Context: an optimization exercise on an open-source flow, tuned for small area, a short achievable clock period and few clock cycles per item. The choices shown serve that exercise and are no tape-out recipe.
Function was checked by simulation only, so behaviour that the tests miss may differ from the original.
Power and IR drop assume default switching activity.

==> flow/design.v <==
`default_nettype none
package dot_pkg;
  localparam int N_LANES = 4;
  localparam int LANE_W = 8;
  localparam int WORD_W = N_LANES * LANE_W;
  localparam int RES_W = 32;
  localparam int ACC_W = 22;
  localparam int SUM_W = 18;
  localparam int WORD_OFFSET = -87040;
  localparam int VEC_DEPTH = 16;
  localparam int ADDR_W = 4;
endpackage
`default_nettype wire
`default_nettype none
module dp_unit (
  input wire logic clk,
  input wire logic [31:0] act_data,
  input wire logic [31:0] w_word,
  input wire logic enc_load,
  input wire logic cut_vld,
  output logic [17:0] x_out,
  output logic [17:0] y_out
);
  logic [3:0][3:0] one_q;
  logic [3:0][3:0] two_q;
  logic [3:0][3:0] neg_q;
  logic [3:0][3:0] one_d;
  logic [3:0][3:0] two_d;
  logic [3:0][3:0] neg_d;
  for (genvar i = 0; i < 4; i++) begin : g_enc_lane
    for (genvar k = 0; k < 4; k++) begin : g_enc_digit
      logic b2, b1, b0;
      assign b2 = w_word[i*8 + 2*k + 1];
      assign b1 = w_word[i*8 + 2*k];
      if (k == 0) begin : g_lsb
        assign b0 = 1'b0;
      end else begin : g_mid
        assign b0 = w_word[i*8 + 2*k - 1];
      end
      assign one_d[i][k] = b1 ^ b0;
      assign two_d[i][k] = (b2 & ~b1 & ~b0) | (~b2 & b1 & b0);
      assign neg_d[i][k] = b2;
    end
  end
  always_ff @(posedge clk) begin
    if (enc_load) begin
      one_q <= one_d;
      two_q <= two_d;
      neg_q <= neg_d;
    end
  end
  logic [3:0][2:0] ncnt;
  for (genvar k = 0; k < 4; k++) begin : g_ncnt
    assign ncnt[k] = 3'(neg_q[0][k]) + 3'(neg_q[1][k]) + 3'(neg_q[2][k]) + 3'(neg_q[3][k]);
  end
  logic [3:0][3:0][8:0] pp;
  for (genvar i = 0; i < 4; i++) begin : g_pp_lane
    logic [8:0] a1, a2;
    assign a1 = {act_data[i*8 + 7], act_data[i*8 +: 8]};
    assign a2 = {act_data[i*8 +: 8], 1'b0};
    for (genvar k = 0; k < 4; k++) begin : g_pp_digit
      assign pp[i][k] = ({9{one_q[i][k]}} & a1 | {9{two_q[i][k]}} & a2) ^ {9{neg_q[i][k]}};
    end
  end
  logic sb0_1;
  logic cb0_2;
  logic sb0_3;
  logic cb0_4;
  logic sb0_5;
  logic cb0_6;
  logic sb0_7;
  logic cb0_8;
  logic sb0_9;
  logic cb0_10;
  logic sb0_11;
  logic cb0_12;
  logic sb0_13;
  logic cb0_14;
  logic sb0_15;
  logic cb0_16;
  logic sb0_17;
  logic cb0_18;
  logic sb0_19;
  logic cb0_20;
  logic sb0_21;
  logic cb0_22;
  logic sb0_23;
  logic cb0_24;
  logic sb0_25;
  logic cb0_26;
  logic sb0_27;
  logic cb0_28;
  logic sb0_29;
  logic cb0_30;
  logic sb0_31;
  logic cb0_32;
  logic sb0_33;
  logic cb0_34;
  logic sb0_35;
  logic cb0_36;
  logic sb0_37;
  logic cb0_38;
  logic sb0_39;
  logic cb0_40;
  logic sb0_41;
  logic cb0_42;
  logic sb0_43;
  logic cb0_44;
  logic sb0_45;
  logic cb0_46;
  logic sb0_47;
  logic cb0_48;
  logic sb0_49;
  logic cb0_50;
  logic sb0_51;
  logic cb0_52;
  logic sb0_53;
  logic cb0_54;
  logic sb0_55;
  logic cb0_56;
  logic sb0_57;
  logic cb0_58;
  logic sb0_59;
  logic cb0_60;
  logic sb0_61;
  logic cb0_62;
  logic sb0_63;
  logic cb0_64;
  logic sb0_65;
  logic cb0_66;
  logic sb0_67;
  logic cb0_68;
  logic sb0_69;
  logic cb0_70;
  logic sb0_71;
  logic cb0_72;
  logic sb0_73;
  logic cb0_74;
  logic sb0_75;
  logic cb0_76;
  logic sb0_77;
  logic cb0_78;
  logic sb0_79;
  logic cb0_80;
  logic sb0_81;
  logic cb0_82;
  logic sb0_83;
  logic cb0_84;
  logic sb0_85;
  logic cb0_86;
  logic sb0_87;
  logic cb0_88;
  logic sb0_89;
  logic cb0_90;
  logic sb0_91;
  logic cb0_92;
  logic sb1_93;
  logic cb1_94;
  logic sb1_95;
  logic cb1_96;
  logic sb1_97;
  logic cb1_98;
  logic sb1_99;
  logic cb1_100;
  logic sb1_101;
  logic cb1_102;
  logic sb1_103;
  logic cb1_104;
  logic sb1_105;
  logic cb1_106;
  logic sb1_107;
  logic cb1_108;
  logic sb1_109;
  logic cb1_110;
  logic sb1_111;
  logic cb1_112;
  logic sb1_113;
  logic cb1_114;
  logic sb1_115;
  logic cb1_116;
  logic sb1_117;
  logic cb1_118;
  logic sb1_119;
  logic cb1_120;
  logic sb1_121;
  logic cb1_122;
  logic sb1_123;
  logic cb1_124;
  logic sb1_125;
  logic cb1_126;
  logic sb1_127;
  logic cb1_128;
  logic sb1_129;
  logic cb1_130;
  logic sb1_131;
  logic cb1_132;
  logic sb1_133;
  logic cb1_134;
  logic sb1_135;
  logic cb1_136;
  logic sb1_137;
  logic cb1_138;
  logic sb1_139;
  logic cb1_140;
  logic sb1_141;
  logic cb1_142;
  logic sb1_143;
  logic cb1_144;
  logic sb1_145;
  logic cb1_146;
  logic sb1_147;
  logic cb1_148;
  logic sb1_149;
  logic cb1_150;
  logic sb1_151;
  logic cb1_152;
  logic sb1_153;
  logic cb1_154;
  logic sb1_155;
  logic cb1_156;
  logic sb1_157;
  logic cb1_158;
  logic sc0_159;
  logic cc0_160;
  logic sc0_161;
  logic cc0_162;
  logic sc0_163;
  logic cc0_164;
  logic sc0_165;
  logic cc0_166;
  logic sc0_167;
  logic cc0_168;
  logic sc0_169;
  logic cc0_170;
  logic sc0_171;
  logic cc0_172;
  logic sc0_173;
  logic cc0_174;
  logic sc0_175;
  logic cc0_176;
  logic sc0_177;
  logic cc0_178;
  logic sc1_179;
  logic cc1_180;
  logic sc1_181;
  logic cc1_182;
  logic sc1_183;
  logic cc1_184;
  logic sc1_185;
  logic cc1_186;
  logic sc1_187;
  logic cc1_188;
  logic sc1_189;
  logic cc1_190;
  logic sc1_191;
  logic cc1_192;
  logic sc1_193;
  logic cc1_194;
  logic sc1_195;
  logic cc1_196;
  logic sc1_197;
  logic cc1_198;
  logic sc1_199;
  logic cc1_200;
  logic sc1_201;
  logic cc1_202;
  logic sc1_203;
  logic cc1_204;
  logic sc1_205;
  logic cc1_206;
  logic sc1_207;
  logic cc1_208;
  logic sc1_209;
  logic cc1_210;
  logic sc1_211;
  logic cc1_212;
  logic sc1_213;
  logic cc1_214;
  logic sc2_215;
  logic cc2_216;
  logic sc2_217;
  logic cc2_218;
  logic sc2_219;
  logic cc2_220;
  logic sc2_221;
  logic cc2_222;
  logic sc2_223;
  logic cc2_224;
  logic sc2_225;
  logic cc2_226;
  logic sc2_227;
  logic cc2_228;
  logic sc2_229;
  logic cc2_230;
  logic sc2_231;
  logic cc2_232;
  logic sc2_233;
  logic cc2_234;
  logic sc2_235;
  logic cc2_236;
  logic sc2_237;
  logic cc2_238;
  logic sc2_239;
  logic cc2_240;
  logic sc3_241;
  logic cc3_242;
  logic sc3_243;
  logic cc3_244;
  logic sc3_245;
  logic cc3_246;
  logic sc3_247;
  logic cc3_248;
  logic sc3_249;
  logic cc3_250;
  logic sc3_251;
  logic cc3_252;
  logic sc3_253;
  logic cc3_254;
  logic sc3_255;
  logic cc3_256;
  logic sc3_257;
  logic cc3_258;
  logic sc3_259;
  logic cc3_260;
  logic sc3_261;
  logic cc3_262;
  logic sc3_263;
  logic cc3_264;
  logic sc3_265;
  logic cc3_266;
  logic sc3_267;
  logic cc3_268;
  logic sc3_269;
  logic cc3_270;
  assign sb0_1 = pp[0][0][0] ^ pp[1][0][0] ^ pp[2][0][0];
  assign cb0_2 = (pp[0][0][0] & pp[1][0][0]) | (pp[0][0][0] & pp[2][0][0]) | (pp[1][0][0] & pp[2][0][0]);
  assign sb0_3 = pp[0][0][1] ^ pp[1][0][1] ^ pp[2][0][1];
  assign cb0_4 = (pp[0][0][1] & pp[1][0][1]) | (pp[0][0][1] & pp[2][0][1]) | (pp[1][0][1] & pp[2][0][1]);
  assign sb0_5 = pp[0][0][2] ^ pp[0][1][0] ^ pp[1][0][2];
  assign cb0_6 = (pp[0][0][2] & pp[0][1][0]) | (pp[0][0][2] & pp[1][0][2]) | (pp[0][1][0] & pp[1][0][2]);
  assign sb0_7 = pp[1][1][0] ^ pp[2][0][2] ^ pp[2][1][0];
  assign cb0_8 = (pp[1][1][0] & pp[2][0][2]) | (pp[1][1][0] & pp[2][1][0]) | (pp[2][0][2] & pp[2][1][0]);
  assign sb0_9 = pp[3][0][2] ^ pp[3][1][0] ^ ncnt[0][2];
  assign cb0_10 = (pp[3][0][2] & pp[3][1][0]) | (pp[3][0][2] & ncnt[0][2]) | (pp[3][1][0] & ncnt[0][2]);
  assign sb0_11 = pp[0][0][3] ^ pp[0][1][1] ^ pp[1][0][3];
  assign cb0_12 = (pp[0][0][3] & pp[0][1][1]) | (pp[0][0][3] & pp[1][0][3]) | (pp[0][1][1] & pp[1][0][3]);
  assign sb0_13 = pp[1][1][1] ^ pp[2][0][3] ^ pp[2][1][1];
  assign cb0_14 = (pp[1][1][1] & pp[2][0][3]) | (pp[1][1][1] & pp[2][1][1]) | (pp[2][0][3] & pp[2][1][1]);
  assign sb0_15 = pp[3][0][3] ^ pp[3][1][1] ^ ncnt[1][1];
  assign cb0_16 = (pp[3][0][3] & pp[3][1][1]) | (pp[3][0][3] & ncnt[1][1]) | (pp[3][1][1] & ncnt[1][1]);
  assign sb0_17 = pp[0][0][4] ^ pp[0][1][2] ^ pp[0][2][0];
  assign cb0_18 = (pp[0][0][4] & pp[0][1][2]) | (pp[0][0][4] & pp[0][2][0]) | (pp[0][1][2] & pp[0][2][0]);
  assign sb0_19 = pp[1][0][4] ^ pp[1][1][2] ^ pp[1][2][0];
  assign cb0_20 = (pp[1][0][4] & pp[1][1][2]) | (pp[1][0][4] & pp[1][2][0]) | (pp[1][1][2] & pp[1][2][0]);
  assign sb0_21 = pp[2][0][4] ^ pp[2][1][2] ^ pp[2][2][0];
  assign cb0_22 = (pp[2][0][4] & pp[2][1][2]) | (pp[2][0][4] & pp[2][2][0]) | (pp[2][1][2] & pp[2][2][0]);
  assign sb0_23 = pp[3][0][4] ^ pp[3][1][2] ^ pp[3][2][0];
  assign cb0_24 = (pp[3][0][4] & pp[3][1][2]) | (pp[3][0][4] & pp[3][2][0]) | (pp[3][1][2] & pp[3][2][0]);
  assign sb0_25 = pp[0][0][5] ^ pp[0][1][3] ^ pp[0][2][1];
  assign cb0_26 = (pp[0][0][5] & pp[0][1][3]) | (pp[0][0][5] & pp[0][2][1]) | (pp[0][1][3] & pp[0][2][1]);
  assign sb0_27 = pp[1][0][5] ^ pp[1][1][3] ^ pp[1][2][1];
  assign cb0_28 = (pp[1][0][5] & pp[1][1][3]) | (pp[1][0][5] & pp[1][2][1]) | (pp[1][1][3] & pp[1][2][1]);
  assign sb0_29 = pp[2][0][5] ^ pp[2][1][3] ^ pp[2][2][1];
  assign cb0_30 = (pp[2][0][5] & pp[2][1][3]) | (pp[2][0][5] & pp[2][2][1]) | (pp[2][1][3] & pp[2][2][1]);
  assign sb0_31 = pp[3][0][5] ^ pp[3][1][3] ^ pp[3][2][1];
  assign cb0_32 = (pp[3][0][5] & pp[3][1][3]) | (pp[3][0][5] & pp[3][2][1]) | (pp[3][1][3] & pp[3][2][1]);
  assign sb0_33 = pp[0][0][6] ^ pp[0][1][4] ^ pp[0][2][2];
  assign cb0_34 = (pp[0][0][6] & pp[0][1][4]) | (pp[0][0][6] & pp[0][2][2]) | (pp[0][1][4] & pp[0][2][2]);
  assign sb0_35 = pp[0][3][0] ^ pp[1][0][6] ^ pp[1][1][4];
  assign cb0_36 = (pp[0][3][0] & pp[1][0][6]) | (pp[0][3][0] & pp[1][1][4]) | (pp[1][0][6] & pp[1][1][4]);
  assign sb0_37 = pp[1][2][2] ^ pp[1][3][0] ^ pp[2][0][6];
  assign cb0_38 = (pp[1][2][2] & pp[1][3][0]) | (pp[1][2][2] & pp[2][0][6]) | (pp[1][3][0] & pp[2][0][6]);
  assign sb0_39 = pp[2][1][4] ^ pp[2][2][2] ^ pp[2][3][0];
  assign cb0_40 = (pp[2][1][4] & pp[2][2][2]) | (pp[2][1][4] & pp[2][3][0]) | (pp[2][2][2] & pp[2][3][0]);
  assign sb0_41 = pp[3][0][6] ^ pp[3][1][4] ^ pp[3][2][2];
  assign cb0_42 = (pp[3][0][6] & pp[3][1][4]) | (pp[3][0][6] & pp[3][2][2]) | (pp[3][1][4] & pp[3][2][2]);
  assign sb0_43 = pp[3][3][0] ^ ncnt[2][2] ^ ncnt[3][0];
  assign cb0_44 = (pp[3][3][0] & ncnt[2][2]) | (pp[3][3][0] & ncnt[3][0]) | (ncnt[2][2] & ncnt[3][0]);
  assign sb0_45 = pp[0][0][7] ^ pp[0][1][5] ^ pp[0][2][3];
  assign cb0_46 = (pp[0][0][7] & pp[0][1][5]) | (pp[0][0][7] & pp[0][2][3]) | (pp[0][1][5] & pp[0][2][3]);
  assign sb0_47 = pp[0][3][1] ^ pp[1][0][7] ^ pp[1][1][5];
  assign cb0_48 = (pp[0][3][1] & pp[1][0][7]) | (pp[0][3][1] & pp[1][1][5]) | (pp[1][0][7] & pp[1][1][5]);
  assign sb0_49 = pp[1][2][3] ^ pp[1][3][1] ^ pp[2][0][7];
  assign cb0_50 = (pp[1][2][3] & pp[1][3][1]) | (pp[1][2][3] & pp[2][0][7]) | (pp[1][3][1] & pp[2][0][7]);
  assign sb0_51 = pp[2][1][5] ^ pp[2][2][3] ^ pp[2][3][1];
  assign cb0_52 = (pp[2][1][5] & pp[2][2][3]) | (pp[2][1][5] & pp[2][3][1]) | (pp[2][2][3] & pp[2][3][1]);
  assign sb0_53 = pp[3][0][7] ^ pp[3][1][5] ^ pp[3][2][3];
  assign cb0_54 = (pp[3][0][7] & pp[3][1][5]) | (pp[3][0][7] & pp[3][2][3]) | (pp[3][1][5] & pp[3][2][3]);
  assign sb0_55 = ~pp[0][0][8] ^ pp[0][1][6] ^ pp[0][2][4];
  assign cb0_56 = (~pp[0][0][8] & pp[0][1][6]) | (~pp[0][0][8] & pp[0][2][4]) | (pp[0][1][6] & pp[0][2][4]);
  assign sb0_57 = pp[0][3][2] ^ ~pp[1][0][8] ^ pp[1][1][6];
  assign cb0_58 = (pp[0][3][2] & ~pp[1][0][8]) | (pp[0][3][2] & pp[1][1][6]) | (~pp[1][0][8] & pp[1][1][6]);
  assign sb0_59 = pp[1][2][4] ^ pp[1][3][2] ^ ~pp[2][0][8];
  assign cb0_60 = (pp[1][2][4] & pp[1][3][2]) | (pp[1][2][4] & ~pp[2][0][8]) | (pp[1][3][2] & ~pp[2][0][8]);
  assign sb0_61 = pp[2][1][6] ^ pp[2][2][4] ^ pp[2][3][2];
  assign cb0_62 = (pp[2][1][6] & pp[2][2][4]) | (pp[2][1][6] & pp[2][3][2]) | (pp[2][2][4] & pp[2][3][2]);
  assign sb0_63 = ~pp[3][0][8] ^ pp[3][1][6] ^ pp[3][2][4];
  assign cb0_64 = (~pp[3][0][8] & pp[3][1][6]) | (~pp[3][0][8] & pp[3][2][4]) | (pp[3][1][6] & pp[3][2][4]);
  assign sb0_65 = pp[0][1][7] ^ pp[0][2][5] ^ pp[0][3][3];
  assign cb0_66 = (pp[0][1][7] & pp[0][2][5]) | (pp[0][1][7] & pp[0][3][3]) | (pp[0][2][5] & pp[0][3][3]);
  assign sb0_67 = pp[1][1][7] ^ pp[1][2][5] ^ pp[1][3][3];
  assign cb0_68 = (pp[1][1][7] & pp[1][2][5]) | (pp[1][1][7] & pp[1][3][3]) | (pp[1][2][5] & pp[1][3][3]);
  assign sb0_69 = pp[2][1][7] ^ pp[2][2][5] ^ pp[2][3][3];
  assign cb0_70 = (pp[2][1][7] & pp[2][2][5]) | (pp[2][1][7] & pp[2][3][3]) | (pp[2][2][5] & pp[2][3][3]);
  assign sb0_71 = pp[3][1][7] ^ pp[3][2][5] ^ pp[3][3][3];
  assign cb0_72 = (pp[3][1][7] & pp[3][2][5]) | (pp[3][1][7] & pp[3][3][3]) | (pp[3][2][5] & pp[3][3][3]);
  assign sb0_73 = ~pp[0][1][8] ^ pp[0][2][6] ^ pp[0][3][4];
  assign cb0_74 = (~pp[0][1][8] & pp[0][2][6]) | (~pp[0][1][8] & pp[0][3][4]) | (pp[0][2][6] & pp[0][3][4]);
  assign sb0_75 = ~pp[1][1][8] ^ pp[1][2][6] ^ pp[1][3][4];
  assign cb0_76 = (~pp[1][1][8] & pp[1][2][6]) | (~pp[1][1][8] & pp[1][3][4]) | (pp[1][2][6] & pp[1][3][4]);
  assign sb0_77 = ~pp[2][1][8] ^ pp[2][2][6] ^ pp[2][3][4];
  assign cb0_78 = (~pp[2][1][8] & pp[2][2][6]) | (~pp[2][1][8] & pp[2][3][4]) | (pp[2][2][6] & pp[2][3][4]);
  assign sb0_79 = ~pp[3][1][8] ^ pp[3][2][6] ^ pp[3][3][4];
  assign cb0_80 = (~pp[3][1][8] & pp[3][2][6]) | (~pp[3][1][8] & pp[3][3][4]) | (pp[3][2][6] & pp[3][3][4]);
  assign sb0_81 = pp[0][2][7] ^ pp[0][3][5] ^ pp[1][2][7];
  assign cb0_82 = (pp[0][2][7] & pp[0][3][5]) | (pp[0][2][7] & pp[1][2][7]) | (pp[0][3][5] & pp[1][2][7]);
  assign sb0_83 = pp[1][3][5] ^ pp[2][2][7] ^ pp[2][3][5];
  assign cb0_84 = (pp[1][3][5] & pp[2][2][7]) | (pp[1][3][5] & pp[2][3][5]) | (pp[2][2][7] & pp[2][3][5]);
  assign sb0_85 = ~pp[0][2][8] ^ pp[0][3][6] ^ ~pp[1][2][8];
  assign cb0_86 = (~pp[0][2][8] & pp[0][3][6]) | (~pp[0][2][8] & ~pp[1][2][8]) | (pp[0][3][6] & ~pp[1][2][8]);
  assign sb0_87 = pp[1][3][6] ^ ~pp[2][2][8] ^ pp[2][3][6];
  assign cb0_88 = (pp[1][3][6] & ~pp[2][2][8]) | (pp[1][3][6] & pp[2][3][6]) | (~pp[2][2][8] & pp[2][3][6]);
  assign sb0_89 = pp[0][3][7] ^ pp[1][3][7] ^ pp[2][3][7];
  assign cb0_90 = (pp[0][3][7] & pp[1][3][7]) | (pp[0][3][7] & pp[2][3][7]) | (pp[1][3][7] & pp[2][3][7]);
  assign sb0_91 = ~pp[0][3][8] ^ ~pp[1][3][8] ^ ~pp[2][3][8];
  assign cb0_92 = (~pp[0][3][8] & ~pp[1][3][8]) | (~pp[0][3][8] & ~pp[2][3][8]) | (~pp[1][3][8] & ~pp[2][3][8]);
  assign sb1_93 = pp[3][0][0] ^ ncnt[0][0] ^ sb0_1;
  assign cb1_94 = (pp[3][0][0] & ncnt[0][0]) | (pp[3][0][0] & sb0_1) | (ncnt[0][0] & sb0_1);
  assign sb1_95 = pp[3][0][1] ^ ncnt[0][1] ^ cb0_2;
  assign cb1_96 = (pp[3][0][1] & ncnt[0][1]) | (pp[3][0][1] & cb0_2) | (ncnt[0][1] & cb0_2);
  assign sb1_97 = ncnt[1][0] ^ cb0_4 ^ sb0_5;
  assign cb1_98 = (ncnt[1][0] & cb0_4) | (ncnt[1][0] & sb0_5) | (cb0_4 & sb0_5);
  assign sb1_99 = cb0_6 ^ cb0_8 ^ cb0_10;
  assign cb1_100 = (cb0_6 & cb0_8) | (cb0_6 & cb0_10) | (cb0_8 & cb0_10);
  assign sb1_101 = sb0_11 ^ sb0_13 ^ sb0_15;
  assign cb1_102 = (sb0_11 & sb0_13) | (sb0_11 & sb0_15) | (sb0_13 & sb0_15);
  assign sb1_103 = ncnt[1][2] ^ ncnt[2][0] ^ cb0_12;
  assign cb1_104 = (ncnt[1][2] & ncnt[2][0]) | (ncnt[1][2] & cb0_12) | (ncnt[2][0] & cb0_12);
  assign sb1_105 = cb0_14 ^ cb0_16 ^ sb0_17;
  assign cb1_106 = (cb0_14 & cb0_16) | (cb0_14 & sb0_17) | (cb0_16 & sb0_17);
  assign sb1_107 = sb0_19 ^ sb0_21 ^ sb0_23;
  assign cb1_108 = (sb0_19 & sb0_21) | (sb0_19 & sb0_23) | (sb0_21 & sb0_23);
  assign sb1_109 = ncnt[2][1] ^ cb0_18 ^ cb0_20;
  assign cb1_110 = (ncnt[2][1] & cb0_18) | (ncnt[2][1] & cb0_20) | (cb0_18 & cb0_20);
  assign sb1_111 = cb0_22 ^ cb0_24 ^ sb0_25;
  assign cb1_112 = (cb0_22 & cb0_24) | (cb0_22 & sb0_25) | (cb0_24 & sb0_25);
  assign sb1_113 = sb0_27 ^ sb0_29 ^ sb0_31;
  assign cb1_114 = (sb0_27 & sb0_29) | (sb0_27 & sb0_31) | (sb0_29 & sb0_31);
  assign sb1_115 = cb0_26 ^ cb0_28 ^ cb0_30;
  assign cb1_116 = (cb0_26 & cb0_28) | (cb0_26 & cb0_30) | (cb0_28 & cb0_30);
  assign sb1_117 = cb0_32 ^ sb0_33 ^ sb0_35;
  assign cb1_118 = (cb0_32 & sb0_33) | (cb0_32 & sb0_35) | (sb0_33 & sb0_35);
  assign sb1_119 = sb0_37 ^ sb0_39 ^ sb0_41;
  assign cb1_120 = (sb0_37 & sb0_39) | (sb0_37 & sb0_41) | (sb0_39 & sb0_41);
  assign sb1_121 = pp[3][3][1] ^ ncnt[3][1] ^ cb0_34;
  assign cb1_122 = (pp[3][3][1] & ncnt[3][1]) | (pp[3][3][1] & cb0_34) | (ncnt[3][1] & cb0_34);
  assign sb1_123 = cb0_36 ^ cb0_38 ^ cb0_40;
  assign cb1_124 = (cb0_36 & cb0_38) | (cb0_36 & cb0_40) | (cb0_38 & cb0_40);
  assign sb1_125 = cb0_42 ^ cb0_44 ^ sb0_45;
  assign cb1_126 = (cb0_42 & cb0_44) | (cb0_42 & sb0_45) | (cb0_44 & sb0_45);
  assign sb1_127 = sb0_47 ^ sb0_49 ^ sb0_51;
  assign cb1_128 = (sb0_47 & sb0_49) | (sb0_47 & sb0_51) | (sb0_49 & sb0_51);
  assign sb1_129 = pp[3][3][2] ^ ncnt[3][2] ^ cb0_46;
  assign cb1_130 = (pp[3][3][2] & ncnt[3][2]) | (pp[3][3][2] & cb0_46) | (ncnt[3][2] & cb0_46);
  assign sb1_131 = cb0_48 ^ cb0_50 ^ cb0_52;
  assign cb1_132 = (cb0_48 & cb0_50) | (cb0_48 & cb0_52) | (cb0_50 & cb0_52);
  assign sb1_133 = cb0_54 ^ sb0_55 ^ sb0_57;
  assign cb1_134 = (cb0_54 & sb0_55) | (cb0_54 & sb0_57) | (sb0_55 & sb0_57);
  assign sb1_135 = sb0_59 ^ sb0_61 ^ sb0_63;
  assign cb1_136 = (sb0_59 & sb0_61) | (sb0_59 & sb0_63) | (sb0_61 & sb0_63);
  assign sb1_137 = cb0_56 ^ cb0_58 ^ cb0_60;
  assign cb1_138 = (cb0_56 & cb0_58) | (cb0_56 & cb0_60) | (cb0_58 & cb0_60);
  assign sb1_139 = cb0_62 ^ cb0_64 ^ sb0_65;
  assign cb1_140 = (cb0_62 & cb0_64) | (cb0_62 & sb0_65) | (cb0_64 & sb0_65);
  assign sb1_141 = sb0_67 ^ sb0_69 ^ sb0_71;
  assign cb1_142 = (sb0_67 & sb0_69) | (sb0_67 & sb0_71) | (sb0_69 & sb0_71);
  assign sb1_143 = cb0_66 ^ cb0_68 ^ cb0_70;
  assign cb1_144 = (cb0_66 & cb0_68) | (cb0_66 & cb0_70) | (cb0_68 & cb0_70);
  assign sb1_145 = cb0_72 ^ sb0_73 ^ sb0_75;
  assign cb1_146 = (cb0_72 & sb0_73) | (cb0_72 & sb0_75) | (sb0_73 & sb0_75);
  assign sb1_147 = pp[3][2][7] ^ pp[3][3][5] ^ cb0_74;
  assign cb1_148 = (pp[3][2][7] & pp[3][3][5]) | (pp[3][2][7] & cb0_74) | (pp[3][3][5] & cb0_74);
  assign sb1_149 = cb0_76 ^ cb0_78 ^ cb0_80;
  assign cb1_150 = (cb0_76 & cb0_78) | (cb0_76 & cb0_80) | (cb0_78 & cb0_80);
  assign sb1_151 = ~pp[3][2][8] ^ pp[3][3][6] ^ cb0_82;
  assign cb1_152 = (~pp[3][2][8] & pp[3][3][6]) | (~pp[3][2][8] & cb0_82) | (pp[3][3][6] & cb0_82);
  assign sb1_153 = cb0_84 ^ sb0_85 ^ sb0_87;
  assign cb1_154 = (cb0_84 & sb0_85) | (cb0_84 & sb0_87) | (sb0_85 & sb0_87);
  assign sb1_155 = pp[3][3][7] ^ cb0_86 ^ cb0_88;
  assign cb1_156 = (pp[3][3][7] & cb0_86) | (pp[3][3][7] & cb0_88) | (cb0_86 & cb0_88);
  assign sb1_157 = ~pp[3][3][8] ^ cb0_90 ^ sb0_91;
  assign cb1_158 = (~pp[3][3][8] & cb0_90) | (~pp[3][3][8] & sb0_91) | (cb0_90 & sb0_91);
  assign sc0_159 = cut_q[22] ^ cut_q[23];
  assign cc0_160 = cut_q[22] & cut_q[23];
  assign sc0_161 = cut_q[29] ^ cut_q[30] ^ cut_q[31];
  assign cc0_162 = (cut_q[29] & cut_q[30]) | (cut_q[29] & cut_q[31]) | (cut_q[30] & cut_q[31]);
  assign sc0_163 = cut_q[32] ^ cut_q[33];
  assign cc0_164 = cut_q[32] & cut_q[33];
  assign sc0_165 = cut_q[37] ^ cut_q[38] ^ cut_q[39];
  assign cc0_166 = (cut_q[37] & cut_q[38]) | (cut_q[37] & cut_q[39]) | (cut_q[38] & cut_q[39]);
  assign sc0_167 = cut_q[40] ^ cut_q[41] ^ cut_q[42];
  assign cc0_168 = (cut_q[40] & cut_q[41]) | (cut_q[40] & cut_q[42]) | (cut_q[41] & cut_q[42]);
  assign sc0_169 = cut_q[45] ^ cut_q[46] ^ cut_q[47];
  assign cc0_170 = (cut_q[45] & cut_q[46]) | (cut_q[45] & cut_q[47]) | (cut_q[46] & cut_q[47]);
  assign sc0_171 = cut_q[48] ^ cut_q[49];
  assign cc0_172 = cut_q[48] & cut_q[49];
  assign sc0_173 = cut_q[52] ^ cut_q[53] ^ cut_q[54];
  assign cc0_174 = (cut_q[52] & cut_q[53]) | (cut_q[52] & cut_q[54]) | (cut_q[53] & cut_q[54]);
  assign sc0_175 = cut_q[55] ^ cut_q[56];
  assign cc0_176 = cut_q[55] & cut_q[56];
  assign sc0_177 = cut_q[59] ^ cut_q[60] ^ cut_q[61];
  assign cc0_178 = (cut_q[59] & cut_q[60]) | (cut_q[59] & cut_q[61]) | (cut_q[60] & cut_q[61]);
  assign sc1_179 = cut_q[11] ^ cut_q[12];
  assign cc1_180 = cut_q[11] & cut_q[12];
  assign sc1_181 = cut_q[16] ^ cut_q[17] ^ cut_q[18];
  assign cc1_182 = (cut_q[16] & cut_q[17]) | (cut_q[16] & cut_q[18]) | (cut_q[17] & cut_q[18]);
  assign sc1_183 = cut_q[19] ^ cut_q[20];
  assign cc1_184 = cut_q[19] & cut_q[20];
  assign sc1_185 = cut_q[24] ^ cut_q[25] ^ cut_q[26];
  assign cc1_186 = (cut_q[24] & cut_q[25]) | (cut_q[24] & cut_q[26]) | (cut_q[25] & cut_q[26]);
  assign sc1_187 = cut_q[27] ^ cut_q[28] ^ sc0_159;
  assign cc1_188 = (cut_q[27] & cut_q[28]) | (cut_q[27] & sc0_159) | (cut_q[28] & sc0_159);
  assign sc1_189 = cut_q[34] ^ cut_q[35] ^ cut_q[36];
  assign cc1_190 = (cut_q[34] & cut_q[35]) | (cut_q[34] & cut_q[36]) | (cut_q[35] & cut_q[36]);
  assign sc1_191 = cc0_160 ^ sc0_161 ^ sc0_163;
  assign cc1_192 = (cc0_160 & sc0_161) | (cc0_160 & sc0_163) | (sc0_161 & sc0_163);
  assign sc1_193 = cut_q[43] ^ cut_q[44] ^ cc0_162;
  assign cc1_194 = (cut_q[43] & cut_q[44]) | (cut_q[43] & cc0_162) | (cut_q[44] & cc0_162);
  assign sc1_195 = cc0_164 ^ sc0_165 ^ sc0_167;
  assign cc1_196 = (cc0_164 & sc0_165) | (cc0_164 & sc0_167) | (sc0_165 & sc0_167);
  assign sc1_197 = cut_q[50] ^ cut_q[51] ^ cc0_166;
  assign cc1_198 = (cut_q[50] & cut_q[51]) | (cut_q[50] & cc0_166) | (cut_q[51] & cc0_166);
  assign sc1_199 = cc0_168 ^ sc0_169 ^ sc0_171;
  assign cc1_200 = (cc0_168 & sc0_169) | (cc0_168 & sc0_171) | (sc0_169 & sc0_171);
  assign sc1_201 = cut_q[57] ^ cut_q[58] ^ cc0_170;
  assign cc1_202 = (cut_q[57] & cut_q[58]) | (cut_q[57] & cc0_170) | (cut_q[58] & cc0_170);
  assign sc1_203 = cc0_172 ^ sc0_173 ^ sc0_175;
  assign cc1_204 = (cc0_172 & sc0_173) | (cc0_172 & sc0_175) | (sc0_173 & sc0_175);
  assign sc1_205 = cut_q[62] ^ cut_q[63] ^ cut_q[64];
  assign cc1_206 = (cut_q[62] & cut_q[63]) | (cut_q[62] & cut_q[64]) | (cut_q[63] & cut_q[64]);
  assign sc1_207 = cc0_174 ^ cc0_176 ^ sc0_177;
  assign cc1_208 = (cc0_174 & cc0_176) | (cc0_174 & sc0_177) | (cc0_176 & sc0_177);
  assign sc1_209 = cut_q[65] ^ cut_q[66] ^ cut_q[67];
  assign cc1_210 = (cut_q[65] & cut_q[66]) | (cut_q[65] & cut_q[67]) | (cut_q[66] & cut_q[67]);
  assign sc1_211 = cut_q[68] ^ cc0_178;
  assign cc1_212 = cut_q[68] & cc0_178;
  assign sc1_213 = cut_q[69] ^ cut_q[70] ^ cut_q[71];
  assign cc1_214 = (cut_q[69] & cut_q[70]) | (cut_q[69] & cut_q[71]) | (cut_q[70] & cut_q[71]);
  assign sc2_215 = cut_q[4] ^ cut_q[5];
  assign cc2_216 = cut_q[4] & cut_q[5];
  assign sc2_217 = cut_q[8] ^ cut_q[9];
  assign cc2_218 = cut_q[8] & cut_q[9];
  assign sc2_219 = cut_q[13] ^ cut_q[14] ^ cut_q[15];
  assign cc2_220 = (cut_q[13] & cut_q[14]) | (cut_q[13] & cut_q[15]) | (cut_q[14] & cut_q[15]);
  assign sc2_221 = cut_q[21] ^ cc1_180 ^ sc1_181;
  assign cc2_222 = (cut_q[21] & cc1_180) | (cut_q[21] & sc1_181) | (cc1_180 & sc1_181);
  assign sc2_223 = cc1_182 ^ cc1_184 ^ sc1_185;
  assign cc2_224 = (cc1_182 & cc1_184) | (cc1_182 & sc1_185) | (cc1_184 & sc1_185);
  assign sc2_225 = cc1_186 ^ cc1_188 ^ sc1_189;
  assign cc2_226 = (cc1_186 & cc1_188) | (cc1_186 & sc1_189) | (cc1_188 & sc1_189);
  assign sc2_227 = cc1_190 ^ cc1_192 ^ sc1_193;
  assign cc2_228 = (cc1_190 & cc1_192) | (cc1_190 & sc1_193) | (cc1_192 & sc1_193);
  assign sc2_229 = cc1_194 ^ cc1_196 ^ sc1_197;
  assign cc2_230 = (cc1_194 & cc1_196) | (cc1_194 & sc1_197) | (cc1_196 & sc1_197);
  assign sc2_231 = cc1_198 ^ cc1_200 ^ sc1_201;
  assign cc2_232 = (cc1_198 & cc1_200) | (cc1_198 & sc1_201) | (cc1_200 & sc1_201);
  assign sc2_233 = cc1_202 ^ cc1_204 ^ sc1_205;
  assign cc2_234 = (cc1_202 & cc1_204) | (cc1_202 & sc1_205) | (cc1_204 & sc1_205);
  assign sc2_235 = cc1_206 ^ cc1_208 ^ sc1_209;
  assign cc2_236 = (cc1_206 & cc1_208) | (cc1_206 & sc1_209) | (cc1_208 & sc1_209);
  assign sc2_237 = cut_q[72] ^ cc1_210 ^ cc1_212;
  assign cc2_238 = (cut_q[72] & cc1_210) | (cut_q[72] & cc1_212) | (cc1_210 & cc1_212);
  assign sc2_239 = cut_q[73] ^ cut_q[74];
  assign cc2_240 = cut_q[73] & cut_q[74];
  assign sc3_241 = cut_q[1] ^ cut_q[2];
  assign cc3_242 = cut_q[1] & cut_q[2];
  assign sc3_243 = cut_q[6] ^ cut_q[7] ^ sc2_215;
  assign cc3_244 = (cut_q[6] & cut_q[7]) | (cut_q[6] & sc2_215) | (cut_q[7] & sc2_215);
  assign sc3_245 = cut_q[10] ^ cc2_216 ^ sc2_217;
  assign cc3_246 = (cut_q[10] & cc2_216) | (cut_q[10] & sc2_217) | (cc2_216 & sc2_217);
  assign sc3_247 = sc1_179 ^ cc2_218 ^ sc2_219;
  assign cc3_248 = (sc1_179 & cc2_218) | (sc1_179 & sc2_219) | (cc2_218 & sc2_219);
  assign sc3_249 = sc1_183 ^ cc2_220 ^ sc2_221;
  assign cc3_250 = (sc1_183 & cc2_220) | (sc1_183 & sc2_221) | (cc2_220 & sc2_221);
  assign sc3_251 = sc1_187 ^ cc2_222 ^ sc2_223;
  assign cc3_252 = (sc1_187 & cc2_222) | (sc1_187 & sc2_223) | (cc2_222 & sc2_223);
  assign sc3_253 = sc1_191 ^ cc2_224 ^ sc2_225;
  assign cc3_254 = (sc1_191 & cc2_224) | (sc1_191 & sc2_225) | (cc2_224 & sc2_225);
  assign sc3_255 = sc1_195 ^ cc2_226 ^ sc2_227;
  assign cc3_256 = (sc1_195 & cc2_226) | (sc1_195 & sc2_227) | (cc2_226 & sc2_227);
  assign sc3_257 = sc1_199 ^ cc2_228 ^ sc2_229;
  assign cc3_258 = (sc1_199 & cc2_228) | (sc1_199 & sc2_229) | (cc2_228 & sc2_229);
  assign sc3_259 = sc1_203 ^ cc2_230 ^ sc2_231;
  assign cc3_260 = (sc1_203 & cc2_230) | (sc1_203 & sc2_231) | (cc2_230 & sc2_231);
  assign sc3_261 = sc1_207 ^ cc2_232 ^ sc2_233;
  assign cc3_262 = (sc1_207 & cc2_232) | (sc1_207 & sc2_233) | (cc2_232 & sc2_233);
  assign sc3_263 = sc1_211 ^ cc2_234 ^ sc2_235;
  assign cc3_264 = (sc1_211 & cc2_234) | (sc1_211 & sc2_235) | (cc2_234 & sc2_235);
  assign sc3_265 = sc1_213 ^ cc2_236 ^ sc2_237;
  assign cc3_266 = (sc1_213 & cc2_236) | (sc1_213 & sc2_237) | (cc2_236 & sc2_237);
  assign sc3_267 = cc1_214 ^ cc2_238 ^ sc2_239;
  assign cc3_268 = (cc1_214 & cc2_238) | (cc1_214 & sc2_239) | (cc2_238 & sc2_239);
  assign sc3_269 = cut_q[75] ^ cut_q[76] ^ cc2_240;
  assign cc3_270 = (cut_q[75] & cut_q[76]) | (cut_q[75] & cc2_240) | (cut_q[76] & cc2_240);
  logic [76:0] cut_q;
  logic [17:0] x_q;
  logic [17:0] y_q;
  always_ff @(posedge clk) begin
      cut_q[0] <= sb1_93;
      cut_q[1] <= sb0_3;
      cut_q[2] <= cb1_94;
      cut_q[3] <= sb1_95;
      cut_q[4] <= sb0_7;
      cut_q[5] <= sb0_9;
      cut_q[6] <= cb1_96;
      cut_q[7] <= sb1_97;
      cut_q[8] <= cb1_98;
      cut_q[9] <= sb1_99;
      cut_q[10] <= sb1_101;
      cut_q[11] <= cb1_100;
      cut_q[12] <= cb1_102;
      cut_q[13] <= sb1_103;
      cut_q[14] <= sb1_105;
      cut_q[15] <= sb1_107;
      cut_q[16] <= cb1_104;
      cut_q[17] <= cb1_106;
      cut_q[18] <= cb1_108;
      cut_q[19] <= sb1_109;
      cut_q[20] <= sb1_111;
      cut_q[21] <= sb1_113;
      cut_q[22] <= sb0_43;
      cut_q[23] <= cb1_110;
      cut_q[24] <= cb1_112;
      cut_q[25] <= cb1_114;
      cut_q[26] <= sb1_115;
      cut_q[27] <= sb1_117;
      cut_q[28] <= sb1_119;
      cut_q[29] <= sb0_53;
      cut_q[30] <= cb1_116;
      cut_q[31] <= cb1_118;
      cut_q[32] <= cb1_120;
      cut_q[33] <= sb1_121;
      cut_q[34] <= sb1_123;
      cut_q[35] <= sb1_125;
      cut_q[36] <= sb1_127;
      cut_q[37] <= cb1_122;
      cut_q[38] <= cb1_124;
      cut_q[39] <= cb1_126;
      cut_q[40] <= cb1_128;
      cut_q[41] <= sb1_129;
      cut_q[42] <= sb1_131;
      cut_q[43] <= sb1_133;
      cut_q[44] <= sb1_135;
      cut_q[45] <= cb1_130;
      cut_q[46] <= cb1_132;
      cut_q[47] <= cb1_134;
      cut_q[48] <= cb1_136;
      cut_q[49] <= sb1_137;
      cut_q[50] <= sb1_139;
      cut_q[51] <= sb1_141;
      cut_q[52] <= sb0_77;
      cut_q[53] <= sb0_79;
      cut_q[54] <= cb1_138;
      cut_q[55] <= cb1_140;
      cut_q[56] <= cb1_142;
      cut_q[57] <= sb1_143;
      cut_q[58] <= sb1_145;
      cut_q[59] <= sb0_81;
      cut_q[60] <= sb0_83;
      cut_q[61] <= cb1_144;
      cut_q[62] <= cb1_146;
      cut_q[63] <= sb1_147;
      cut_q[64] <= sb1_149;
      cut_q[65] <= cb1_148;
      cut_q[66] <= cb1_150;
      cut_q[67] <= sb1_151;
      cut_q[68] <= sb1_153;
      cut_q[69] <= sb0_89;
      cut_q[70] <= cb1_152;
      cut_q[71] <= cb1_154;
      cut_q[72] <= sb1_155;
      cut_q[73] <= cb1_156;
      cut_q[74] <= sb1_157;
      cut_q[75] <= cb0_92;
      cut_q[76] <= cb1_158;
  end
  always_ff @(posedge clk) begin
      x_q[0] <= cut_vld & cut_q[0];
      x_q[1] <= cut_vld & cut_q[3];
      x_q[2] <= cut_vld & cc3_242;
      x_q[3] <= cut_vld & cc3_244;
      x_q[4] <= cut_vld & cc3_246;
      x_q[5] <= cut_vld & cc3_248;
      x_q[6] <= cut_vld & cc3_250;
      x_q[7] <= cut_vld & cc3_252;
      x_q[8] <= cut_vld & cc3_254;
      x_q[9] <= cut_vld & cc3_256;
      x_q[10] <= cut_vld & cc3_258;
      x_q[11] <= cut_vld & cc3_260;
      x_q[12] <= cut_vld & cc3_262;
      x_q[13] <= cut_vld & cc3_264;
      x_q[14] <= cut_vld & cc3_266;
      x_q[15] <= cut_vld & cc3_268;
      x_q[16] <= cut_vld & cc3_270;
      x_q[17] <= cut_vld & 1'b0;
      y_q[0] <= cut_vld & 1'b0;
      y_q[1] <= cut_vld & sc3_241;
      y_q[2] <= cut_vld & sc3_243;
      y_q[3] <= cut_vld & sc3_245;
      y_q[4] <= cut_vld & sc3_247;
      y_q[5] <= cut_vld & sc3_249;
      y_q[6] <= cut_vld & sc3_251;
      y_q[7] <= cut_vld & sc3_253;
      y_q[8] <= cut_vld & sc3_255;
      y_q[9] <= cut_vld & sc3_257;
      y_q[10] <= cut_vld & sc3_259;
      y_q[11] <= cut_vld & sc3_261;
      y_q[12] <= cut_vld & sc3_263;
      y_q[13] <= cut_vld & sc3_265;
      y_q[14] <= cut_vld & sc3_267;
      y_q[15] <= cut_vld & sc3_269;
      y_q[16] <= cut_vld & 1'b0;
      y_q[17] <= cut_vld & 1'b0;
  end
  assign x_out = x_q;
  assign y_out = y_q;
endmodule
`default_nettype wire
`default_nettype none
module weight_buffer (
  input wire logic clk,
  input wire logic wr_en,
  input wire logic [dot_pkg::ADDR_W-1:0] wr_addr,
  input wire logic [dot_pkg::WORD_W-1:0] wr_data,
  input wire logic [dot_pkg::VEC_DEPTH-1:0] rd_sel,
  output logic [dot_pkg::WORD_W-1:0] rd_data
);
  logic [dot_pkg::WORD_W-1:0] mem [dot_pkg::VEC_DEPTH];
  always_ff @(posedge clk) begin
    if (wr_en) begin
      mem[wr_addr] <= wr_data;
    end
  end
  always_comb begin
    rd_data = '0;
    for (int k = 0; k < dot_pkg::VEC_DEPTH; k++) begin
      rd_data = rd_data | (mem[k] & {dot_pkg::WORD_W{rd_sel[k]}});
    end
  end
endmodule
`default_nettype wire
`default_nettype none
module dot_accumulator (
  input wire logic clk,
  input wire logic clear,
  input wire logic [dot_pkg::ADDR_W-1:0] vec_last,
  input wire logic [dot_pkg::SUM_W-1:0] x_in,
  input wire logic [dot_pkg::SUM_W-1:0] y_in,
  output logic signed [dot_pkg::RES_W-1:0] acc
);
  logic [dot_pkg::ACC_W-1:0] acc_q;
  logic [dot_pkg::ACC_W-1:0] acc_init;
  logic [dot_pkg::ACC_W-1:0] x_ext;
  logic [dot_pkg::ACC_W-1:0] y_ext;
  logic [dot_pkg::ACC_W-1:0] s3;
  logic [dot_pkg::ACC_W-1:0] c3;
  assign acc = dot_pkg::RES_W'($signed(acc_q));
  always_comb begin
    acc_init = '0;
    for (int n = 0; n < dot_pkg::VEC_DEPTH; n++) begin
      if (vec_last == dot_pkg::ADDR_W'(n)) begin
        acc_init = dot_pkg::ACC_W'((n + 1) * dot_pkg::WORD_OFFSET);
      end
    end
  end
  assign x_ext = dot_pkg::ACC_W'(x_in);
  assign y_ext = dot_pkg::ACC_W'(y_in);
  assign s3 = acc_q ^ x_ext ^ y_ext;
  assign c3 = (acc_q & x_ext) | (acc_q & y_ext) | (x_ext & y_ext);
  logic [dot_pkg::ACC_W-1:0] pa;
  logic [dot_pkg::ACC_W-1:0] pb;
  logic [dot_pkg::ACC_W-1:0] sum;
  logic [dot_pkg::ACC_W-1:0] gen [6];
  logic [dot_pkg::ACC_W-1:0] prp [6];
  assign pa = s3;
  assign pb = {c3[dot_pkg::ACC_W-2:0], 1'b0};
  always_comb begin
    gen[0] = pa & pb;
    prp[0] = pa ^ pb;
    for (int l = 0; l < 5; l++) begin
      for (int i = 0; i < dot_pkg::ACC_W; i++) begin
        if (i >= (1 << l)) begin
          gen[l+1][i] = gen[l][i] | (prp[l][i] & gen[l][i - (1 << l)]);
          prp[l+1][i] = prp[l][i] & prp[l][i - (1 << l)];
        end else begin
          gen[l+1][i] = gen[l][i];
          prp[l+1][i] = prp[l][i];
        end
      end
    end
    sum = prp[0] ^ {gen[5][dot_pkg::ACC_W-2:0], 1'b0};
  end
  always_ff @(posedge clk) begin
    if (clear) begin
      acc_q <= acc_init;
    end else begin
      acc_q <= sum;
    end
  end
endmodule
`default_nettype wire
`default_nettype none
module dot_ctrl (
  input wire logic clk,
  input wire logic reset,
  input wire logic start,
  input wire logic [dot_pkg::ADDR_W-1:0] vec_last,
  input wire logic act_valid,
  input wire logic w_wr,
  input wire logic [dot_pkg::ADDR_W-1:0] w_addr,
  output logic busy,
  output logic done,
  output logic buf_wr_en,
  output logic [dot_pkg::VEC_DEPTH-1:0] rd_sel,
  output logic enc_load,
  output logic w0_bypass,
  output logic acc_clear,
  output logic cut_vld
);
  logic busy_q;
  logic strm_q;
  logic [dot_pkg::ADDR_W-1:0] cnt_q;
  logic [dot_pkg::ADDR_W-1:0] last_q;
  logic [dot_pkg::VEC_DEPTH-1:0] rsel_q;
  logic [dot_pkg::VEC_DEPTH-1:0] rsel_d;
  logic done_q;
  logic [1:0] vld_q;
  logic [1:0] fin_q;
  logic is_idle;
  logic accept;
  logic finish;
  logic is_last;
  assign is_idle = !busy_q;
  assign accept = act_valid && strm_q;
  assign finish = vld_q[1] && fin_q[1];
  assign busy = busy_q;
  assign done = done_q;
  assign buf_wr_en = w_wr && is_idle;
  assign rd_sel = rsel_q;
  assign enc_load = is_idle || accept;
  assign w0_bypass = is_idle && w_wr && (w_addr == '0);
  assign is_last = (cnt_q == last_q);
  assign acc_clear = start && is_idle;
  assign cut_vld = vld_q[0];
  always_comb begin
    rsel_d = rsel_q;
    if (is_idle) begin
      rsel_d = start ? dot_pkg::VEC_DEPTH'(2) : dot_pkg::VEC_DEPTH'(1);
    end else if (finish) begin
      rsel_d = dot_pkg::VEC_DEPTH'(1);
    end else if (accept) begin
      rsel_d = rsel_q << 1;
    end
  end
  always_ff @(posedge clk) begin
    if (reset) begin
      busy_q <= 1'b0;
      strm_q <= 1'b0;
      cnt_q <= '0;
      rsel_q <= dot_pkg::VEC_DEPTH'(1);
      last_q <= '0;
      done_q <= 1'b0;
      vld_q <= '0;
      fin_q <= '0;
    end else begin
      done_q <= finish;
      vld_q <= {vld_q[0], accept};
      fin_q <= {fin_q[0], accept && is_last};
      rsel_q <= rsel_d;
      if (is_idle) begin
        if (start) begin
          busy_q <= 1'b1;
          strm_q <= 1'b1;
          cnt_q <= '0;
          last_q <= vec_last;
        end
      end else begin
        if (accept) begin
          cnt_q <= cnt_q + 1'b1;
          if (is_last) begin
            strm_q <= 1'b0;
          end
        end
        if (finish) begin
          busy_q <= 1'b0;
        end
      end
    end
  end
endmodule
`default_nettype wire
`default_nettype none
module dot_engine_top (
  input wire logic clk,
  input wire logic reset,
  input wire logic w_wr,
  input wire logic [dot_pkg::ADDR_W-1:0] w_addr,
  input wire logic [dot_pkg::WORD_W-1:0] w_data,
  input wire logic start,
  input wire logic [dot_pkg::ADDR_W-1:0] vec_last,
  input wire logic act_valid,
  input wire logic [dot_pkg::WORD_W-1:0] act_data,
  output logic busy,
  output logic done,
  output logic signed [dot_pkg::RES_W-1:0] result
);
  logic buf_wr_en;
  logic [dot_pkg::VEC_DEPTH-1:0] rd_sel;
  logic [dot_pkg::WORD_W-1:0] rd_data;
  logic acc_clear;
  logic cut_vld;
  logic enc_load;
  logic w0_bypass;
  logic [dot_pkg::WORD_W-1:0] w_next;
  logic [dot_pkg::SUM_W-1:0] x_sum;
  logic [dot_pkg::SUM_W-1:0] y_sum;
  dot_ctrl dot_ctrl_i (
    .clk, .reset, .start, .vec_last, .act_valid, .w_wr, .w_addr,
    .busy, .done, .buf_wr_en, .rd_sel, .enc_load, .w0_bypass, .acc_clear, .cut_vld
  );
  weight_buffer weight_buffer_i (
    .clk, .wr_en(buf_wr_en), .wr_addr(w_addr), .wr_data(w_data),
    .rd_sel, .rd_data
  );
  assign w_next = w0_bypass ? w_data : rd_data;
  dp_unit dp_unit_i (
    .clk, .act_data, .w_word(w_next), .enc_load, .cut_vld, .x_out(x_sum), .y_out(y_sum)
  );
  dot_accumulator dot_accumulator_i (
    .clk, .clear(acc_clear), .vec_last, .x_in(x_sum), .y_in(y_sum), .acc(result)
  );
endmodule
`default_nettype wire
==> flow/flow/run.sh <==
#!/bin/bash
# The standard layout (the standard.sh), except that the buffers that
# buffer_ports puts on every input and output port are buf_1 cells; the
# resizer sizes them up where timing needs it.
set -euo pipefail
bash standard.sh "BUFFER_PORTS_ARGS=-buffer_cell sky130_fd_sc_hd__buf_1" finish > flow_standard.log 2>&1
==> flow/standard.sh <==
#!/bin/bash
# synth_recipe.tcl (not shown) runs the flow's synth.tcl, then flattens the netlist and writes it again
# the make line also repeats each setting of config.mk as NAME=value (left out here)
make -C /OpenROAD-flow-scripts/flow DESIGN_CONFIG=/design/flow/config.mk WORK_HOME=/design/flow/orfs CLKGATE_MAP_FILE= SYNTH_SCRIPT=/design/flow/synth_recipe.tcl "${@:-finish}"
==> flow/config.mk <==
export PLATFORM = sky130hd
export DESIGN_NAME = dot_engine_top
export DESIGN_NICKNAME = dot_engine_top
export VERILOG_FILES = /design/flow/design.v
export SDC_FILE = /design/flow/constraint.sdc
export NUM_CORES = 4
export LEC_CHECK = 0
export ABC_AREA = 1
export CAP_MARGIN = 20
export CORE_MARGIN = 2
export CORE_UTILIZATION = 65
export CTS_CLUSTER_DIAMETER = 80
export CTS_CLUSTER_SIZE = 30
export SETUP_SLACK_MARGIN = 2.35
export SLEW_MARGIN = 20
==> flow/constraint.sdc <==
create_clock -name core_clock -period 5.0 [get_ports {clk}]
set_input_delay 1.0000 -clock core_clock [delete_from_list [all_inputs] [get_ports {clk}]]
set_output_delay 1.0000 -clock core_clock [all_outputs]
set_load 0.01 [all_outputs]
==> results of run 1 <==
==> placed cells by master (no fill, tap or decap), types with 35 or more instances in the layout <==
cell	Yosys	routed
nand2_1	876	872
edfxtp_1	560	560
inv_1	315	312
nor2_1	186	171
xor2_1	154	154
dfxtp_1	162	144
fa_1	144	138
o22ai_1	115	115
buf_1	1	109
nand3_1	80	79
buf_4	19	62
nand4_1	59	59
a21oi_1	53	53
o21ai_0	41	41
ha_1	39	38
clkbuf_16	0	35
==> report_power, final <==
group	internal [uW]	total (uW)	switching (uW)
Sequential	7120	7510	394
Combinational	2320	5970	3650
Clock	1360	3300	1940
==> cell families (layout without fill, tap and decap cells) <==
logic type	Yosys count	after routing	share of synthesized area, %
fa+ha+maj	183	183	10.1
xor+xnor	161	161	4.24
buf+inv	436	546	5.56
flops	722	722	60.3
other cells	0	1	0
simple gates	1254	1254	15.4
compound gates	241	241	4.38
==> metrics by stage <==
stage	cells	hold WS (ns)	instance area, um^2	util, %	total power (uW)
finish	3780	0.414	35600	70.7	16800
floorplan	2997	0.386	33300	-	11100
CTS	3768	0.421	35500	70.5	16900
global placement	3713	0.399	34400	68.2	13600
detailed placement	3713	0.400	34400	68.2	13700
global route	3780	0.445	35600	70.7	17800
==> area by class of cell <==
type / count / area [um^2] / share of cell area [%]
Antenna cell: 1 / 2.50 / 0.00702
Multi-Input combinational cell: 1839 / 11500 / 32.3
Sequential cell: 722 / 20100 / 56.4
Clock inverter: 12 / 185 / 0.520
Inverter: 322 / 1210 / 3.40
Clock buffer: 39 / 891 / 2.50
Tap cell: 672 / 841 / 2.36
Timing Repair Buffer: 173 / 891 / 2.50
==> routing by layer <==
metal,GRT usage [%],vias up,share of wire [%]
met2,55.4,1304,48
met3,5.89,225,9.7
met5,0,-,0.021
met4,16.2,2,5.0
li1,-,10000,-
met1,45.2,10600,37
==> worst register-to-register path, cell delays in order (launching register included) <==
cell and delay [ns]:
dfxtp_1 0.36, fa_1 0.53, fa_1 0.44, fa_1 0.51
inv_1 0.06, fa_1 0.51, nor2_1 0.05
==> sequential cells by signal, indices dropped and copies added (netlist names) <==
signal	flops
dp_unit_i.y_q	15
dot_accumulator_i.acc_q	22
dot_ctrl_i.strm_q	1
dot_ctrl_i.vld_q	2
dp_unit_i.cut_q	77
dp_unit_i.two_q	16
dot_ctrl_i.cnt_q	4
dot_ctrl_i.busy_q	1
dp_unit_i.one_q	16
weight_buffer_i.mem	512
dp_unit_i.neg_q	16
dot_ctrl_i.fin_q	2
dot_ctrl_i.rsel_q	16
dp_unit_i.x_q	17
dot_ctrl_i.done_q	1
dot_ctrl_i.last_q	4
==> path summary, 6_finish.rpt <==
| path | slack [ns] | cells past startpoint | to | startpoint |
|---|---|---|---|---|
| worst max-delay path | 2.36 | 8 | dp_unit_i.two_q[12] | w_addr[1] |
| worst max register to register | 2.41 | 6 | dp_unit_i.y_q[8] | dp_unit_i.cut_q[29] |
| worst min-delay path | 0.41 | 2 | dot_ctrl_i.fin_q[1] | dot_ctrl_i.fin_q[0] |
| worst min register to register | 0.41 | 2 | dot_ctrl_i.fin_q[1] | dot_ctrl_i.fin_q[0] |
==> timing repair <==
item	in CTS	in global routing
resized for setup	7	12
buffers inserted	4	11
setup endpoints to repair	7	24
endpoints found under the hold margin	0	0
pin swaps	5	6
==> summary.md, run 1 <==
| Metric | Value |
|---|---|
| CTS Buffer Depth | `3` |
| Worst min-delay path category | `flop to flop` |
| Initial antenna violation count | `3` |
| Leading area contributor after synthesis | `edfxtp_1` |
| Most frequent cell after synthesis | `nand2_1` |
| Buffers plus inverters on the worst setup path | `3` |
| P&R area growth vs syn | `7.07%` |
| DR vias | `22100` |
| First-pass GRT wire length | `133 mm` |
| Normalized max-slew margin | `29.4%` |
| Sequential share of the synthesized area | `60.3%` |
| Synth top area share | `50.5%` |
| DRC violation count after routing | `0` |
| Hold Buf Count CTS | `0` |
| Final Critical Period | `2.64 ns` |
| Pwr dens | `471 nW/um^2` |
| Syn Std Cell Area | `33300 um^2` |
| Maxcap violations | `0` |
| Crit path cell chain | `buf_1, nor2_1, nand3_4, inv_2, buf_4, nand2_1, nand2_1, nor2_1` |
| Maximum clock rate | `~0.38 GHz` |
| Worst Tran Pin Value | `1.06 ns` |
| Slack of the critical path | `2.36 ns` |
| DRT antenna net count | `0` |
| Grt total ovfl | `0` |
| Cell Rows | `82` |
| Clock sinks | `between 700 and 800` |
| Worst path slowest cell | `inv_2` |
| Nets | `about 3400` |
| Setup WS pre-CTS | `1.82 ns` |
| Crit start category | `primary input` |
| Critical path class | `primary input to flop` |
| Setup tns final | `0 ns` |
| IO Pins | `111` |
| DRT Wirelength | `around 89 mm` |
| EDFF count, synth | `560` |
| Slew Viols, Final | `0` |
| Largest delay share family, worst path | `buffers and inverters` |
| H-Tree Depth | `2` |
| Die Area | `approximately 53000 um^2` |
| Clk Latency, worst-skew pair | `0.60 ns` |
| Cells after Synth | `2997` |
| Asr flop ratio synth | `0%` |
| Vias per std cell | `5.86` |
| Largest stage delay, worst path | `between 0.6 and 0.7 ns` |
| Layout cells sized above 1 | `under 10%` |
| CP endpoint kind | `flop` |
| Top_reg_cell synth | `edfxtp_1` |
| Peak supply drop | `0.000423 V` |
| Seq cells post-synth | `a little over 700` |
| Final Skew | `0.0307 ns` |
| Worst Path Arrival | `2.96 ns` |
| DR pass1 iterations | `6` |
| Effective utilization at floorplan | `66.0%` |
| First DRT Iteration DRCs | `~2500` |
| Die width | `~230 um` |
| Leading post-synthesis cells by cell area | `edfxtp_1 51%, nand2_1 9.9%, dfxtp_1 9.7%` |
| Synth warn | `6` |
| Vias in the first global route | `21800` |
| Fin. Hold Viols | `0` |
| Avg WL per Cell | `between 20 and 25 um` |
| Dpl hpwl | `62.0 mm` |
| Largest net degree at the start of global routing | `64` |
| Yosys cell types | `44` |
| Root Driver | `clkbuf_16` |
| Fillers | `3734` |
| Period utilization | `52.7%` |
| CTS Buf Count | `34` |
| Syn Area/Cell | `~11 um^2` |
| Static leakage | `between 0.01 and 0.015 uW` |
| RSZ-0062 raised after global routing | `yes` |
| Port Buf Inserts | `110` |
| Die Height | `between 200 and 250 um` |
| Worst-path clk slew | `around 0.11 ns` |
| Setup violations, final | `0` |
| CTS tree | `built` |
| Top cells by count, synth | `876 x nand2_1, 560 x edfxtp_1, 315 x inv_1` |
| Req. time, crit path | `between 5 and 6 ns` |
| CP max FO | `21` |
| Core Region | `50400 um^2` |
| Gpl congestion | `around 0.96` |
| Gr usage total | `34.1%` |
| Mapped Nets | `3257` |
| Outcome | `timing/DRC/antenna clean` |
Testbench counts, summed over its fixed seeds: cycles 14,859, items 1,280.
==> run 2, diff against run 1 <==
--- a/flow/config.mk
+++ b/flow/config.mk
@@ -6,5 +6,4 @@
 export NUM_CORES = 4
 export LEC_CHECK = 0
-export ABC_AREA = 1
 export CAP_MARGIN = 20
 export CORE_MARGIN = 2
@@ -12,4 +11,4 @@
 export CTS_CLUSTER_DIAMETER = 80
 export CTS_CLUSTER_SIZE = 30
-export SETUP_SLACK_MARGIN = 2.35
+export SETUP_SLACK_MARGIN = 2.1
 export SLEW_MARGIN = 20
==> run 2 against run 1 <==
First-iteration DRC count increased by 2.4%. Sequential cell count unchanged. Clock skew increased by 0.010 ns. Synthesized cell count decreased by 26%. Power decreased by 2.8%. Largest cell class unchanged. Register-to-register slack got worse by 0.24 ns. Worst setup slack got worse by 0.25 ns. Design area decreased by 4.7%. Cell count decreased by 24%. Area after synthesis decreased by 4.5%. Critical endpoint is now dp_unit_i.two_q[6]. Fmax decreased by 8.7%.
==> summary.md, run 2 <==
| Metric | Value |
|---|---|
| Outcome | `timing/DRC/antenna clean` |
| Maximum clock rate | `0.346 GHz` |
| Cell area after layout | `34000 um^2` |
| DR vias | `19400` |
| Clock sinks | `722` |
| Cells after Synth | `roughly 2200` |
| EDFF count, synth | `560` |
| Setup violations, final | `0` |
| DRC violation count after routing | `0` |
| Final Skew | `0.0407 ns` |
| Gr usage total | `34.0%` |
| Total power | `around 16000 uW` |
| Largest stage delay, worst path | `0.62 ns` |
| Yosys cell types | `65` |
| Fillers | `~3400` |
| Worst R2R Start | `dot_accumulator_i.acc_q[1]` |
| Pwr dens | `480 nW/um^2` |
| Utilization after layout | `69.8%` |
| Hold Buf Count CTS | `0` |
| P&R area growth vs syn | `6.81%` |
| Largest net degree at the start of global routing | `49` |
| Top cells by count, synth | `560 x edfxtp_1, 242 x a22oi_1, 162 x dfxtp_1` |
| Largest delay share family, worst path | `simple AND/OR/NAND/NOR gates` |
| Layout cells sized above 1 | `6.81%` |
| Nets | `2506` |
| Setup WS pre-CTS | `1.44 ns` |
| Worst Setup SP | `w_addr[2]` |
| Largest regs | `weight_buffer_i.mem x512, dp_unit_i.cut_q x77, dot_accumulator_i.acc_q x22` |
| Worst-path clk slew | `around 0.11 ns` |
| Worst path slowest cell | `or4b_4` |
| Top_reg_cell synth | `edfxtp_1` |
| Syn Std Cell Area | `roughly 32000 um^2` |
| Mapped Nets | `roughly 2500` |
| DRT Wirelength | `85.0 mm` |
| Syn Area/Cell | `14.3 um^2` |
| CP max FO | `39` |
| Maxcap violations | `0` |
| CTS Buffer Depth | `3` |
| Cell Rows | `81` |
| CTS tree | `built` |
| Grt total ovfl | `0` |
| Hold path start | `dp_unit_i.cut_q[0]` |
| Most frequent cells in the layout | `560 x edfxtp_1, 242 x a22oi_1, 155 x dfxtp_1` |
| Sequential share of the synthesized area | `approximately 63%` |
| Initial antenna violation count | `1` |
| Avg WL per Cell | `29.5 um` |
| Commonest non-fill, non-tap cell in the layout | `edfxtp_1` |
| Vias per std cell | `6.73` |
| Effective utilization at floorplan | `around two thirds` |
| Dpl hpwl | `54.6 mm` |
| Critical path class | `primary input to flop` |
| Fin. Hold Viols | `0` |
| Top reg by flops | `weight_buffer_i.mem` |
| Die width | `225 um` |
| Worst Path Arrival | `3.25 ns` |
| H-Tree Depth | `2` |
| Clk Latency, worst-skew pair | `about 0.6 ns` |
| CP endpoint kind | `flop` |
| Slack of the critical path | `2.11 ns` |
| Register Area | `20100 um^2` |
| Req. time, crit path | `5.36 ns` |
| First DRT Iteration DRCs | `2560` |
| Synth warn | `6` |
| Vias in the first global route | `around 19000` |
| Slew Viols, Final | `0` |
| First-pass GRT wire length | `roughly 120 mm` |
| Crit start category | `primary input` |
| DRT antenna net count | `0` |
| Setup tns final | `0 ns` |
| Seq cells post-synth | `722` |
| Leading area contributor after synthesis | `edfxtp_1` |
| Normalized max-slew margin | `27.9%` |
| Synth top area share | `52.9%` |
| CTS Buf Count | `35` |
| Crit path cell chain | `buf_1, or4b_4, or3_4, buf_6, nand4_1, o22a_1, nor3_1, a31o_1` |
| Period utilization | `between 50% and 60%` |
| Final Critical Period | `2.89 ns` |
| Peak supply drop | `0.000397 V` |
| Max reg flops | `512` |
| Core Region | `48600 um^2` |
| Buffers plus inverters on the worst setup path | `2` |
| Die Height | `225 um` |
| Asr flop ratio synth | `0%` |
| Leading post-synthesis cells by cell area | `edfxtp_1 53%, dfxtp_1 10%, fa_1 9.1%` |
| RSZ-0062 raised after global routing | `yes` |
| IO Pins | `111` |
| Static leakage | `~0.012 uW` |
| Worst min-delay path category | `flop to flop` |
| Gpl congestion | `slightly above 0.9` |
| Die Area | `50700 um^2` |
| DR pass1 iterations | `6` |
| Root Driver | `clkbuf_16` |
| DP Area | `approximately 33000 um^2` |
| Worst Tran Pin Value | `around 1.1 ns` |
| Most frequent cell after synthesis | `edfxtp_1` |
| Multi-input gate area | `10600 um^2` |
| Port Buf Inserts | `110` |
run 2: worst paths after layout:
check	end	slack, ns	cells after the start
worst min register to register	dp_unit_i.x_q[0]	0.45	1
worst min-delay path	dp_unit_i.x_q[0]	0.45	1
worst max-delay path	dp_unit_i.two_q[6]	2.11	8
worst max register to register	dot_accumulator_i.acc_q[19]	2.17	10
run 2: cell families (layout without fill, tap and decap cells):
group / after synthesis / in the layout / synth area share [%]
AOI/OAI and AO/OA: 527 / 527 / 12.6
xor gates and xnor gates: 175 / 175 / 4.82
adders and majority gates: 183 / 183 / 10.6
buffers and inverters: 309 / 348 / 3.95
DFF: 722 / 722 / 63.1
muxes: 2 / 2 / 0.0669
other: 0 / 2 / 0
and+or+nand+nor: 303 / 304 / 4.88
run 2: area by class of cell:
type | count | area share, %
repair buffers | 168 | 2.51
diodes | 2 | 0.0147
well taps | 622 | 2.29
inverters | 128 | 1.43
clock inverters | 12 | 0.509
multi-input cells | 1191 | 31.3
flip-flops and latches | 722 | 59.1
clock buffers | 40 | 2.86
run 2: what timing repair did:
| action | CTS | global route |
|---|---|---|
| buffers inserted | 6 | 1 |
| setup endpoints to repair | 41 | 54 |
| pin swaps | 3 | 4 |
| resized for setup | 2 | 6 |
| gates cloned | 1 | 0 |
run 2: where the power goes:
group / internal (uW) / total (uW) / switching, uW
registers: 7070 / 7550 / 487
logic: 2220 / 5340 / 3120
clock network: 1520 / 3410 / 1880
total: 10800 / 16300 / 5490
run 2: metrics by stage:
stage | hold WS [ns] | std cells
after floorplan | 0.406 | 2221
after global placement | 0.416 | 2823
after detailed placement | 0.415 | 2823
after CTS | 0.448 | 2882
after global routing | 0.468 | 2883
final | 0.446 | 2885
run 2: layer usage:
metal / global-route usage (%) / wire, um / share of wire (%)
met4: 13.4 / 3430 / 4.0
met3: 5.16 / 7360 / 8.7
met2: 58.0 / 42800 / 50
met1: 44.5 / 31400 / 37
met5: 0 / 0 / 0

## static timing again, ports no longer ideal
How much do the figures lean on ideal ports? The routed layouts below were timed once more, with nothing changed but the port constraints.
Step 1, drivers: a clkbuf_16 drives clk and a buf_2 each remaining input, both assumed.
Step 2 moves the port delays by t, midway between the first and last clock arrival at a register: inputs arrive t later, outputs are due t later. That takes back most of the time a late clock gives input paths.
Three values: ideal, step 1, step 2; two values: the first two.
| run | shift t [ns] | slack for setup (ns) | hold WS [ns] | pins driven straight from the clock port |
|---|---|---|---|---|
| run 1 | 0.641 | 2.365 / 2.408 / 1.766 | 0.414 / 0.414 / 0.414 | 1 |
| run 2 | 0.639 | 2.113 / 2.152 / 1.514 | 0.446 / 0.446 / 0.446 | 1 |
After both steps setup and hold are still met in every run listed.
